Context: an optimization exercise on an open-source flow, tuned for small area and a short achievable clock period. The choices shown serve that exercise and are no tape-out recipe. Function was checked by simulation only, so behaviour that the tests miss may differ from the original.

run 3:
// rv_fetch_decode_top
module rv_fetch_decode_top #(
	parameter logic [rv_fetch_pkg::XLEN-1:0] RESET_PC   = '0,
	parameter int unsigned                   IMEM_WORDS = 64
) (
	input  logic                          clk_i,
	input  logic                          reset_i,
	input  logic                          fetch_i,
	input  logic                          redirect_i,
	input  logic [rv_fetch_pkg::XLEN-1:0] redirect_addr_i,
	input  logic                          load_we_i,
	input  logic [rv_fetch_pkg::XLEN-1:0] load_addr_i,
	input  logic [rv_fetch_pkg::XLEN-1:0] load_data_i,
	output logic                          dec_valid_o,
	output logic [rv_fetch_pkg::XLEN-1:0] dec_pc_o,
	output logic [rv_fetch_pkg::XLEN-1:0] dec_imm_o,
	output logic [4:0]                    dec_rd_o,
	output logic [4:0]                    dec_rs1_o,
	output logic [4:0]                    dec_rs2_o,
	output rv_fetch_pkg::alu_op_e         dec_alu_op_o,
	output rv_fetch_pkg::branch_e         dec_branch_o,
	output rv_fetch_pkg::mem_size_e       dec_mem_size_o,
	output logic                          dec_alu_imm_o,
	output logic                          dec_load_o,
	output logic                          dec_store_o,
	output logic                          dec_load_unsigned_o,
	output logic                          dec_jal_o,
	output logic                          dec_jalr_o,
	output logic                          dec_lui_o,
	output logic                          dec_auipc_o,
	output logic                          dec_div_unsigned_o,
	output logic                          dec_illegal_o
);
For scale: ~4100 cells after synthesis, ~200 I/O pins, roughly 74000 um2 of cells after synthesis.
==> module rv_imem, before the edit <==
module rv_imem #(
	parameter int unsigned IMEM_WORDS = 64
) (
	input  logic                          clk_i,
	input  logic [IMEM_WORDS-1:0]         rd_sel_i,
	input  logic                          load_we_i,
	input  logic [rv_fetch_pkg::XLEN-1:0] load_addr_i,
	input  logic [rv_fetch_pkg::XLEN-1:0] load_data_i,
	output logic [rv_fetch_pkg::SW-1:0]   rdata_o
);
	localparam int AW = $clog2(IMEM_WORDS);
	localparam int SW = rv_fetch_pkg::SW;
	logic [IMEM_WORDS-1:0][SW-1:0] mem_q;
	logic [SW-1:0]                 wr_data_q;
	logic [SW-1:0]                 load_stored;
	rv_predecode u_predecode (
		.word_i(load_data_i),
		.stored_o(load_stored)
	);
	logic [IMEM_WORDS-1:0] wr_row_q;
	always_ff @(posedge clk_i) begin
		for (int i = 0; i < IMEM_WORDS; i++) begin
			wr_row_q[i] <= load_we_i && (load_addr_i[AW+1:2] == AW'(i));
		end
		wr_data_q <= load_stored;
	end
	always_ff @(posedge clk_i) begin
		for (int i = 0; i < IMEM_WORDS; i++) begin
			if (wr_row_q[i]) begin
				mem_q[i] <= wr_data_q;
			end
		end
	end
	for (genvar b = 0; b < SW; b++) begin : g_bit
		logic [IMEM_WORDS/8-1:0]  grp;
		logic [IMEM_WORDS/16-1:0] pair_n;
		for (genvar g = 0; g < IMEM_WORDS/8; g++) begin : g_grp
			logic [7:0] d;
			for (genvar k = 0; k < 8; k++) begin : g_d
				assign d[k] = mem_q[8*g+k][b];
			end
			rv_rd_or8 u_grp (.sel_i(rd_sel_i[8*g+7:8*g]), .data_i(d), .y_o(grp[g]));
		end
		for (genvar g = 0; g < IMEM_WORDS/16; g++) begin : g_pair
			rv_rd_nor2 u_nor (.a_i(grp[2*g+1:2*g]), .y_no(pair_n[g]));
		end
		rv_rd_nand4 u_out (.a_i(pair_n), .y_o(rdata_o[b]));
	end
endmodule
==> flow/config.mk <==
export PLATFORM = sky130hd
export DESIGN_NAME = rv_fetch_decode_top
export DESIGN_NICKNAME = rv_fetch_decode_top
export VERILOG_FILES = /design/flow/design.v
export SDC_FILE = /design/flow/constraint.sdc
export NUM_CORES = 4
export LEC_CHECK = 0
export ABC_CLOCK_PERIOD_IN_PS = 2800
export CAP_MARGIN = 20
export CORE_MARGIN = 2
export CORE_UTILIZATION = 55
export CTS_CLUSTER_DIAMETER = 80
export CTS_CLUSTER_SIZE = 20
export PLACE_DENSITY = 0.65
export SETUP_SLACK_MARGIN = 3.7
export SLEW_MARGIN = 20
export SYNTH_HIERARCHICAL = 1
export SYNTH_MEMORY_MAX_BITS = 16384
==> flow/constraint.sdc <==
create_clock -name core_clock -period 6.5 [get_ports {clk_i}]
set_input_delay 1.3000 -clock core_clock [delete_from_list [all_inputs] [get_ports {clk_i}]]
set_output_delay 1.3000 -clock core_clock [all_outputs]
set_load 0.01 [all_outputs]
run.sh (not shown) runs the stock make flow with config.mk's settings and CLKGATE_MAP_FILE= SYNTH_SCRIPT=/design/flow/synth_recipe.tcl, a recipe that flattens the netlist after the stock synthesis.
Input-level comparison between run 5 and run 3:
==> flow/design.v, changed modules only <==
module rv_imem #(
	parameter int unsigned IMEM_WORDS = 64
) (
	input  logic                          clk_i,
	input  logic [IMEM_WORDS-1:0]         rd_sel_i,
	input  logic                          load_we_i,
	input  logic [rv_fetch_pkg::XLEN-1:0] load_addr_i,
	input  logic [rv_fetch_pkg::XLEN-1:0] load_data_i,
	output logic [rv_fetch_pkg::SW-1:0]   rdata_o
);
	localparam int AW = $clog2(IMEM_WORDS);
	localparam int SW = rv_fetch_pkg::SW;
	logic [IMEM_WORDS-1:0][SW-1:0] mem_q;
	logic                          wr_en_q;
	logic [AW-1:0]                 wr_idx_q;
	logic [SW-1:0]                 wr_data_q;
	logic [SW-1:0]                 load_stored;
	rv_predecode u_predecode (
		.word_i(load_data_i),
		.stored_o(load_stored)
	);
	always_ff @(posedge clk_i) begin
		wr_en_q   <= load_we_i;
		wr_idx_q  <= load_addr_i[AW+1:2];
		wr_data_q <= load_stored;
	end
	always_ff @(posedge clk_i) begin
		for (int i = 0; i < IMEM_WORDS; i++) begin
			if (wr_en_q && (wr_idx_q == AW'(i))) begin
				mem_q[i] <= wr_data_q;
			end
		end
	end
	for (genvar b = 0; b < SW; b++) begin : g_bit
		logic [IMEM_WORDS/8-1:0]  grp;
		logic [IMEM_WORDS/16-1:0] pair_n;
		for (genvar g = 0; g < IMEM_WORDS/8; g++) begin : g_grp
			logic [7:0] d;
			for (genvar k = 0; k < 8; k++) begin : g_d
				assign d[k] = mem_q[8*g+k][b];
			end
			rv_rd_or8 u_grp (.sel_i(rd_sel_i[8*g+7:8*g]), .data_i(d), .y_o(grp[g]));
		end
		for (genvar g = 0; g < IMEM_WORDS/16; g++) begin : g_pair
			rv_rd_nor2 u_nor (.a_i(grp[2*g+1:2*g]), .y_no(pair_n[g]));
		end
		rv_rd_nand4 u_out (.a_i(pair_n), .y_o(rdata_o[b]));
	end
endmodule
--- outcome ---
- Core region area went down slightly going from run 3 to run 5.
- Die area (run 5 vs. run 3) decreases slightly
- ~same adder and majority cell fraction of the synthesized area in run 5 and run 3
- No stage failed in run 5, and the final checks on the layout all came back clean.
- Sort run 5 and run 3 by multi-input combinational area share desc -> top: run 5
- When run 5 is set beside run 3, its arrival time at the worst endpoint turns out to be 50 ps larger.
- For the length of routed met3 wiring, run 5 came in about 6.5% higher than run 3 did.
- Summary: with run 3 as the reference, detailed-routed wire length on met2 in run 5 moved up slightly.
- Taking run 3 as the reference, in run 5 number of stages on the worst setup path has decreased, via count comparable, final wirelength increased by 2.2% relative to the old numbers.
- Run 5 ended up with u_imem.mem_q[355] as its critical path endpoint; run 3 ended up with u_decoder.dec_o[55].

what the ideal ports hide:
Ports are ideal in the flow. The routed layouts listed here were re-timed in OpenROAD.
Step 1 assumes that a clkbuf_16 drives the clock port and a buf_2 every other input.
Step 2, shift: input delay + t, output delay - t, t = (earliest + latest rising clock arrival at the registers) / 2. This alone moves slack from input paths to output paths.
a / b / c = no drivers / after step 1 / after step 2; a / b = the first two.
run	t, ns	setup slack, ns	worst register clock-pin slew, ns
run 3	0.842	3.666 / 3.666 / 2.932	0.09 / 0.09
run 5	0.836	3.268 / 3.268 / 2.975	0.09 / 0.09
After both steps setup and hold are still met in every run listed. For run 3, which loses most, drivers alone change the setup slack by 0.000 ns; drivers and shift together by -0.734 ns.
